Context: an optimization exercise on an open-source flow, tuned for small area and a short achievable clock period. The choices shown serve that exercise and are no tape-out recipe.
RTL that was checked went through simulation tests only; none was proved equivalent to the original.
Power is estimated from default activity; no workload was simulated.

## quartz
==> flow/design.v (excerpt) <==
module rx_iq_fifo #(
  parameter int DATA_W    = IQ_W,
  parameter int ADDR_W    = RX_FIFO_ADDR_W,
  parameter int AFULL_LVL = RX_FIFO_AFULL_LVL
) (
  input  logic                     clk_in,
  input  logic                     rst,
  input  logic signed [DATA_W-1:0] in_I,
  input  logic signed [DATA_W-1:0] in_Q,
  input  logic                     in_valid,
  input  logic                     rd_req,
  output logic signed [DATA_W-1:0] out_I,
  output logic signed [DATA_W-1:0] out_Q,
  output logic                     out_valid,
  output logic [ADDR_W:0]          level,
  output logic                     empty,
  output logic                     almost_full,
  output logic                     overflow,
  output logic                     underflow,
  input  logic                     clr_flags
);
  localparam int DEPTH = 2**ADDR_W;
  localparam int LO_W  = ADDR_W / 2;
  localparam int HI_W  = ADDR_W - LO_W;
  localparam int NLO   = 2**LO_W;
  localparam int NHI   = 2**HI_W;
  logic [NLO-1:0]      wr_lo_q, rd_lo_q, rd_lo_n_q;
  logic [NHI-1:0]      wr_hi_q, rd_hi_q;
  logic [ADDR_W:0]     level_q, level_d;
  logic                empty_q, afull_q;
  logic                ovf_q, udf_q, out_vld_q;
  logic [2*DATA_W-1:0] out_q, rd_dat;
  logic                full, wr_fire, rd_fire, slot_free;
  logic [DEPTH-1:0]    wr_sel;
  assign full    = level_q[ADDR_W];
  assign rd_fire = rd_req && !empty_q;
  assign wr_fire = in_valid && (!full || rd_fire);
  assign slot_free = !full || rd_req;
  always_comb begin
    for (int i = 0; i < DEPTH; i++) begin
      wr_sel[i] = slot_free && wr_hi_q[i / NLO] && wr_lo_q[i % NLO];
    end
  end
  logic            wr_only, rd_only;
  logic [ADDR_W:0] level_inc, level_dec;
  logic            lvl_is1, lvl_is47, lvl_is48;
  assign wr_only   = wr_fire && !rd_fire;
  assign rd_only   = rd_fire && !wr_fire;
  assign level_inc = level_q + 1'b1;
  assign level_dec = level_q - 1'b1;
  assign lvl_is1   = (level_q == (ADDR_W+1)'(1));
  assign lvl_is47  = (level_q == (ADDR_W+1)'(AFULL_LVL-1));
  assign lvl_is48  = (level_q == (ADDR_W+1)'(AFULL_LVL));
  always_comb begin
    level_d = level_q;
    if (wr_only) level_d = level_inc;
    if (rd_only) level_d = level_dec;
  end
  always_ff @(posedge clk_in) begin
    if (rst) begin
      wr_lo_q   <= NLO'(1);
      wr_hi_q   <= NHI'(1);
  ...
Size in the first run: roughly 4100 cells after synthesis, roughly 2100 flip-flops.
==> flow/config.mk <==
export PLATFORM = sky130hd
export DESIGN_NAME = rx_iq_fifo
export DESIGN_NICKNAME = rx_iq_fifo
export VERILOG_FILES = /design/flow/design.v
export SDC_FILE = /design/flow/constraint.sdc
export NUM_CORES = 4
export LEC_CHECK = 0
export CAP_MARGIN = 5
export CORE_MARGIN = 2
export CORE_UTILIZATION = 60
export CTS_CLUSTER_DIAMETER = 80
export CTS_CLUSTER_SIZE = 20
export PLACE_DENSITY = 0.7
export SETUP_SLACK_MARGIN = 1.3
export SLEW_MARGIN = 5
==> flow/constraint.sdc <==
create_clock -name core_clock -period 3.5 [get_ports {clk_in}]
set_input_delay 0.7000 -clock core_clock [delete_from_list [all_inputs] [get_ports {clk_in}]]
set_output_delay 0.7000 -clock core_clock [all_outputs]
set_load 0.01 [all_outputs]
standard.sh (not shown) runs the stock make flow with config.mk's settings and CLKGATE_MAP_FILE= SYNTH_SCRIPT=/design/flow/synth_recipe.tcl, a recipe that flattens the netlist after the stock synthesis.
==> flow/flow/run.sh <==
#!/bin/bash
# The standard layout, with plain buffers (not delay cells) on the ports and a clock
# tree without dummy balancing loads. Make's full output goes to standard.log here.
set -euo pipefail
export BUFFER_PORTS_ARGS="-buffer_cell sky130_fd_sc_hd__buf_2"
export CTS_ARGS="-sink_clustering_enable -repair_clock_nets -sink_clustering_size 20 -sink_clustering_max_diameter 80 -dont_use_dummy_load"
bash standard.sh > standard.log 2>&1
quartz reached the final stage; the timing, design-rule and antenna checks on its layout passed.
Input-level comparison between cedar and quartz:
Settings: a change of SLEW_MARGIN from 5 to 10; a change of CAP_MARGIN from 5 to 10; a change of SETUP_SLACK_MARGIN from 1.3 to 1.2.
==> flow/run.sh (new file) <==
#!/bin/bash
# synth_recipe.tcl (not shown) runs the flow's synth.tcl, then flattens the netlist and writes it again
# the make line also repeats each setting of config.mk as NAME=value (left out here)
make -C /OpenROAD-flow-scripts/flow DESIGN_CONFIG=/design/flow/config.mk WORK_HOME=/design/flow/orfs CLKGATE_MAP_FILE= SYNTH_SCRIPT=/design/flow/synth_recipe.tcl finish
removed: flow/flow/run.sh
removed: flow/standard.sh
==> run summary <==
Measured slew at the worst slew-check pin (lower): cedar
Per the comparison of cedar with quartz, post-cts repair resize count up 7; largest net degree at the start of global routing lost 8.3%; fraction of cell area in non-clock buffers went down by 0.33 points.
Reported for cedar and quartz, sum of negative setup slack turned out identical to the last digit.
In cedar, clock buffer and inverter area fraction after layout is higher than in quartz.
When cedar is measured against quartz, its fraction of area in multi-input gates turns out 0.40 points lower.
On net switching share of the total power, the higher figure sits with cedar, not quartz.
On area taken by flip-flops and latches, cedar tracks quartz almost exactly.
### cedar -> amber
Settings: a change of SETUP_SLACK_MARGIN from 1.2 to 1.25.
==> flow/flow/run.sh (new file) <==
#!/bin/bash
# The standard layout, with plain buffers (not delay cells) on the ports and a clock
# tree without dummy balancing loads. Make's full output goes to standard.log here.
set -euo pipefail
export BUFFER_PORTS_ARGS="-buffer_cell sky130_fd_sc_hd__buf_2"
export CTS_ARGS="-sink_clustering_enable -repair_clock_nets -sink_clustering_size 20 -sink_clustering_max_diameter 80 -dont_use_dummy_load"
bash standard.sh > standard.log 2>&1
==> flow/standard.sh (new file) <==
#!/bin/bash
# synth_recipe.tcl (not shown) runs the flow's synth.tcl, then flattens the netlist and writes it again
# the make line also repeats each setting of config.mk as NAME=value (left out here)
make -C /OpenROAD-flow-scripts/flow DESIGN_CONFIG=/design/flow/config.mk WORK_HOME=/design/flow/orfs CLKGATE_MAP_FILE= SYNTH_SCRIPT=/design/flow/synth_recipe.tcl "${@:-finish}"
removed: flow/run.sh
==> run summary <==
- Delta (amber minus cedar): maximum clock rate rose by 5.7%; maximum number of pins on one net before global-route repair saw a decrease; transition time at the pin with the least slew margin higher.
Modified inputs, sierra compared to amber
Settings: swapping 1.25 for 1.3 in SETUP_SLACK_MARGIN.
### Flow results
- sierra completed; timing, DRC and antenna clean
- sierra — wire length of the first global-routing pass 3600 µm lower, amber as reference
- [compare] base=amber new=sierra: layout overhead on the synthesized area rose by 1.7 points, final hold slack picked up an extra 0.035 ns, hold-critical path depth went up.
- Flip-flop and latch area: sierra vs amber — no meaningful difference
- Count of fill cells added during filler insertion was higher in amber than in sierra.
- Going from amber to sierra, the number of gates resized after cts was found to have gone up by 31.
- The capture point of the worst path comes out out_q[4] in one run and out_q[20] in the other, namely in sierra and amber respectively.
- From amber to sierra the numbers moved as follows: number of clock buffers inserted by TritonCTS down 0.85%; data required time of the worst path up 0.02 ns; switching power flat.
- sierra vs amber — non-clock buffer total of the final layout rose 48.
Function was not checked in any run of this note: the RTL went through the layout flow alone.

lane 1:
The RTL this note starts from:
==> flow/design.v <==
package iq_pkg;
  localparam int IQ_W              = 16;
  localparam int RX_FIFO_ADDR_W    = 6;
  localparam int RX_FIFO_AFULL_LVL = 48;
  localparam int STAT_RX_OVF_BIT   = 6;
  localparam int STAT_RX_UDF_BIT   = 7;
  function automatic logic [7:0] rx_fifo_status(input logic ovf, input logic udf);
    logic [7:0] s;
    s                  = '0;
    s[STAT_RX_OVF_BIT] = ovf;
    s[STAT_RX_UDF_BIT] = udf;
    rx_fifo_status = s;
  endfunction
endpackage
module iq_dpram #(
  parameter int DEPTH = 64,
  parameter int WIDTH = 32,
  parameter int NLO   = 8,
  parameter int NHI   = 8
) (
  input  logic                         clk_in,
  input  logic [DEPTH-1:0]             wr_sel,
  input  logic [WIDTH-1:0]             wr_dat,
  input  logic [NLO-1:0]               rd_lo,
  input  logic [NHI-1:0]               rd_hi,
  output logic [WIDTH-1:0]             rd_dat
);
  logic [DEPTH-1:0][WIDTH-1:0] mem_q;
  logic [NHI-1:0][WIDTH-1:0]   grp;
  always_ff @(posedge clk_in) begin
    for (int i = 0; i < DEPTH; i++)
      if (wr_sel[i]) mem_q[i] <= wr_dat;
  end
  always_comb begin
    rd_dat = '0;
    for (int j = 0; j < NHI; j++) begin
      grp[j] = '0;
      for (int k = 0; k < NLO; k++)
        grp[j] = grp[j] | (mem_q[j*NLO+k] & {WIDTH{rd_lo[k]}});
      rd_dat = rd_dat | (grp[j] & {WIDTH{rd_hi[j]}});
    end
  end
endmodule
import iq_pkg::*;
module rx_iq_fifo #(
  parameter int DATA_W    = IQ_W,
  parameter int ADDR_W    = RX_FIFO_ADDR_W,
  parameter int AFULL_LVL = RX_FIFO_AFULL_LVL
) (
  input  logic                     clk_in,
  input  logic                     rst,
  input  logic signed [DATA_W-1:0] in_I,
  input  logic signed [DATA_W-1:0] in_Q,
  input  logic                     in_valid,
  input  logic                     rd_req,
  output logic signed [DATA_W-1:0] out_I,
  output logic signed [DATA_W-1:0] out_Q,
  output logic                     out_valid,
  output logic [ADDR_W:0]          level,
  output logic                     empty,
  output logic                     almost_full,
  output logic                     overflow,
  output logic                     underflow,
  input  logic                     clr_flags
);
  localparam int DEPTH = 2**ADDR_W;
  localparam int LO_W  = ADDR_W / 2;
  localparam int HI_W  = ADDR_W - LO_W;
  localparam int NLO   = 2**LO_W;
  localparam int NHI   = 2**HI_W;
  logic [NLO-1:0]      wr_lo_q, rd_lo_q;
  logic [NHI-1:0]      wr_hi_q, rd_hi_q;
  logic [ADDR_W:0]     level_q, level_d;
  logic                empty_q, afull_q;
  logic                ovf_q, udf_q, out_vld_q;
  logic [2*DATA_W-1:0] out_q, rd_dat;
  logic                full, wr_fire, rd_fire, slot_free;
  logic [DEPTH-1:0]    wr_sel;
  assign full    = level_q[ADDR_W];
  assign rd_fire = rd_req && !empty_q;
  assign wr_fire = in_valid && (!full || rd_fire);
  assign slot_free = !full || rd_req;
  always_comb begin
    for (int i = 0; i < DEPTH; i++) begin
      wr_sel[i] = slot_free && wr_hi_q[i / NLO] && wr_lo_q[i % NLO];
    end
  end
  logic            wr_only, rd_only;
  logic [ADDR_W:0] level_inc, level_dec;
  logic            lvl_is1, lvl_is47, lvl_is48;
  assign wr_only   = wr_fire && !rd_fire;
  assign rd_only   = rd_fire && !wr_fire;
  assign level_inc = level_q + 1'b1;
  assign level_dec = level_q - 1'b1;
  assign lvl_is1   = (level_q == (ADDR_W+1)'(1));
  assign lvl_is47  = (level_q == (ADDR_W+1)'(AFULL_LVL-1));
  assign lvl_is48  = (level_q == (ADDR_W+1)'(AFULL_LVL));
  always_comb begin
    level_d = level_q;
    if (wr_only) level_d = level_inc;
    if (rd_only) level_d = level_dec;
  end
  always_ff @(posedge clk_in) begin
    if (rst) begin
      wr_lo_q   <= NLO'(1);
      wr_hi_q   <= NHI'(1);
      rd_lo_q   <= NLO'(1);
      rd_hi_q   <= NHI'(1);
      level_q   <= '0;
      empty_q   <= 1'b1;
      afull_q   <= 1'b0;
      ovf_q     <= 1'b0;
      udf_q     <= 1'b0;
      out_vld_q <= 1'b0;
    end else begin
      if (wr_fire) begin
        wr_lo_q <= {wr_lo_q[NLO-2:0], wr_lo_q[NLO-1]};
        if (wr_lo_q[NLO-1]) wr_hi_q <= {wr_hi_q[NHI-2:0], wr_hi_q[NHI-1]};
      end
      if (rd_fire) begin
        rd_lo_q <= {rd_lo_q[NLO-2:0], rd_lo_q[NLO-1]};
        if (rd_lo_q[NLO-1]) rd_hi_q <= {rd_hi_q[NHI-2:0], rd_hi_q[NHI-1]};
      end
      level_q   <= level_d;
      empty_q   <= (empty_q && !in_valid) || (lvl_is1 && rd_only);
      afull_q   <= (afull_q && !(lvl_is48 && rd_only)) || (lvl_is47 && wr_only);
      ovf_q     <= (ovf_q && !clr_flags) || (in_valid && !wr_fire);
      udf_q     <= (udf_q && !clr_flags) || (rd_req && !rd_fire);
      out_vld_q <= rd_fire;
    end
  end
  always_ff @(posedge clk_in) begin
    if (rst)          out_q <= '0;
    else if (rd_fire) out_q <= rd_dat;
  end
  iq_dpram #(
    .DEPTH (DEPTH),
    .WIDTH (2*DATA_W),
    .NLO   (NLO),
    .NHI   (NHI)
  ) u_ram (
    .clk_in (clk_in),
    .wr_sel (wr_sel),
    .wr_dat ({in_Q, in_I}),
    .rd_lo  (rd_lo_q),
    .rd_hi  (rd_hi_q),
    .rd_dat (rd_dat)
  );
  assign out_I       = out_q[DATA_W-1:0];
  assign out_Q       = out_q[2*DATA_W-1:DATA_W];
  assign out_valid   = out_vld_q;
  assign level       = level_q;
  assign empty       = empty_q;
  assign almost_full = afull_q;
  assign overflow    = ovf_q;
  assign underflow   = udf_q;
endmodule
Settings: LEC_CHECK=0, CAP_MARGIN=10, CORE_MARGIN=2, CORE_UTILIZATION=60, CTS_CLUSTER_DIAMETER=80, CTS_CLUSTER_SIZE=20, PLACE_DENSITY=0.7, SETUP_SLACK_MARGIN=1.5, SLEW_MARGIN=10; clock period 3.5 ns.
run.sh (not shown) runs the stock make flow with config.mk's settings and CLKGATE_MAP_FILE= SYNTH_SCRIPT=/design/flow/synth_recipe.tcl, a recipe that flattens the netlist after the stock synthesis.
Stock flow here: none of the scripts above is used.
--- input diff lane 1..lane 2 ---
- SETUP_SLACK_MARGIN: 1.5 -> 1.2
[summary]
- Between lane 1 and lane 2, the worst-margin pin slew is higher for lane 1.
- Switching part of the total power delta for lane 2 relative to lane 1: 0.73 points lower
- Looking at worst-case vdd ir drop across lane 1 and lane 2, the one that comes out higher is lane 2.
- In the final reports, the cell area of lane 2 is smaller than that of lane 1.
Input changes introduced in lane 3 (baseline for comparison: lane 2):
==> flow/flow/run.sh (new file) <==
#!/bin/bash
# The standard layout, with plain buffers (not delay cells) on the ports and a clock
# tree without dummy balancing loads. Make's full output goes to standard.log here.
set -euo pipefail
export BUFFER_PORTS_ARGS="-buffer_cell sky130_fd_sc_hd__buf_2"
export CTS_ARGS="-sink_clustering_enable -repair_clock_nets -sink_clustering_size 20 -sink_clustering_max_diameter 80 -dont_use_dummy_load"
bash standard.sh > standard.log 2>&1
==> flow/standard.sh (new file) <==
#!/bin/bash
# synth_recipe.tcl (not shown) runs the flow's synth.tcl, then flattens the netlist and writes it again
# the make line also repeats each setting of config.mk as NAME=value (left out here)
make -C /OpenROAD-flow-scripts/flow DESIGN_CONFIG=/design/flow/config.mk WORK_HOME=/design/flow/orfs CLKGATE_MAP_FILE= SYNTH_SCRIPT=/design/flow/synth_recipe.tcl "${@:-finish}"
removed: flow/run.sh
--- outcome ---
In the tables for lane 3 and lane 2, count of clock-buffer cells in the layout reads higher with lane 2. Looking at setup slack across lane 3 and lane 2, the one that comes out lower is lane 3. There was hardly any difference in post-DP HPWL between lane 3 and lane 2. Going from lane 2 to lane 3, non-clock buffer count increased 5, fraction of power consumed by the clock network decreased 0.9 points. In lane 3 the fmax turned out about 1.4% lower than in lane 2. Summary of lane 3 over lane 2: starting density of the core comparable; full die area was more or less identical.
### lane 3 -> lane 4
- swapping 1.2 for 1.3 in SETUP_SLACK_MARGIN
- putting TNS_END_PERCENT at 10 where nothing was set
==> flow/run.sh (new file) <==
#!/bin/bash
# synth_recipe.tcl (not shown) runs the flow's synth.tcl, then flattens the netlist and writes it again
# the make line also repeats each setting of config.mk as NAME=value (left out here)
make -C /OpenROAD-flow-scripts/flow DESIGN_CONFIG=/design/flow/config.mk WORK_HOME=/design/flow/orfs CLKGATE_MAP_FILE= SYNTH_SCRIPT=/design/flow/synth_recipe.tcl finish
removed: flow/flow/run.sh
removed: flow/standard.sh
## What came out
Lane 4 went all the way through the flow, and no timing, DRC or antenna check failed.
Changes observed in lane 4 relative to lane 3: total power density per cell area now larger, global-route wire length before repair now smaller.
Of the two values seen for last element of the critical path, out_q[18] was produced by lane 4 and out_q[13] by lane 3.
[lane 4] total wire length fell 7.5% relative to lane 3
[compare] base=lane 3 new=lane 4: maximum number of pins on one net before global-route repair picked up an extra 7, clock network fraction of design power picked up an extra 1.0 points.
Diff lane 3 -> lane 4: clock power +about 5%, power share of the combinational group ~0 delta, worst setup slack -0.14 ns.

port drivers added, routing unchanged:
The flow's constraints put no driver on any port. The routed layouts listed below were extracted and timed again, unchanged, in two steps.
Step 1: set_driving_cell puts a clkbuf_16 on clk_in and a buf_2 on each other input, an assumption about the parent block.
Step 2 moves the port delays by t, midway between the first and last clock arrival at a register: inputs arrive t later, outputs are due t later. That takes back most of the time a late clock gives input paths.
a / b / c = no drivers / after step 1 / after step 2; a / b = the first two.
run | t, ns | setup WS [ns] | worst hold slack (ns) | slew at the worst register clock pin (ns) | worst slew at a driven data input, ns
quartz | 0.826 | 1.212 / 1.212 / 0.886 | 0.278 / 0.210 / 0.498 | 0.09 / 0.09 | 0.16
cedar | 0.833 | 1.035 / 1.035 / 0.579 | 0.489 / 0.432 / 0.493 | 0.09 / 0.09 | 0.14
amber | 0.808 | 1.167 / 1.167 / 0.995 | 0.243 / 0.194 / 0.504 | 0.09 / 0.09 | 0.14
sierra | 0.826 | 1.212 / 1.212 / 0.886 | 0.278 / 0.210 / 0.498 | 0.09 / 0.09 | 0.16
lane 1 | 0.863 | 0.871 / 0.871 / 0.871 | 0.231 / 0.186 / 0.490 | 0.09 / 0.09 | 0.05
lane 2 | 0.824 | 1.136 / 1.136 / 0.580 | 0.445 / 0.421 / 0.502 | 0.09 / 0.09 | 0.13
lane 3 | 0.796 | 1.102 / 1.102 / 0.845 | 0.283 / 0.225 / 0.494 | 0.09 / 0.09 | 0.19
lane 4 | 0.848 | 0.965 / 0.930 / 0.581 | 0.388 / 0.327 / 0.502 | 0.09 / 0.09 | 0.13
After both steps setup and hold are still met in every run listed. The setup slack of lane 2, which loses most, moves by 0.000 ns with the drivers and by -0.556 ns with both steps.
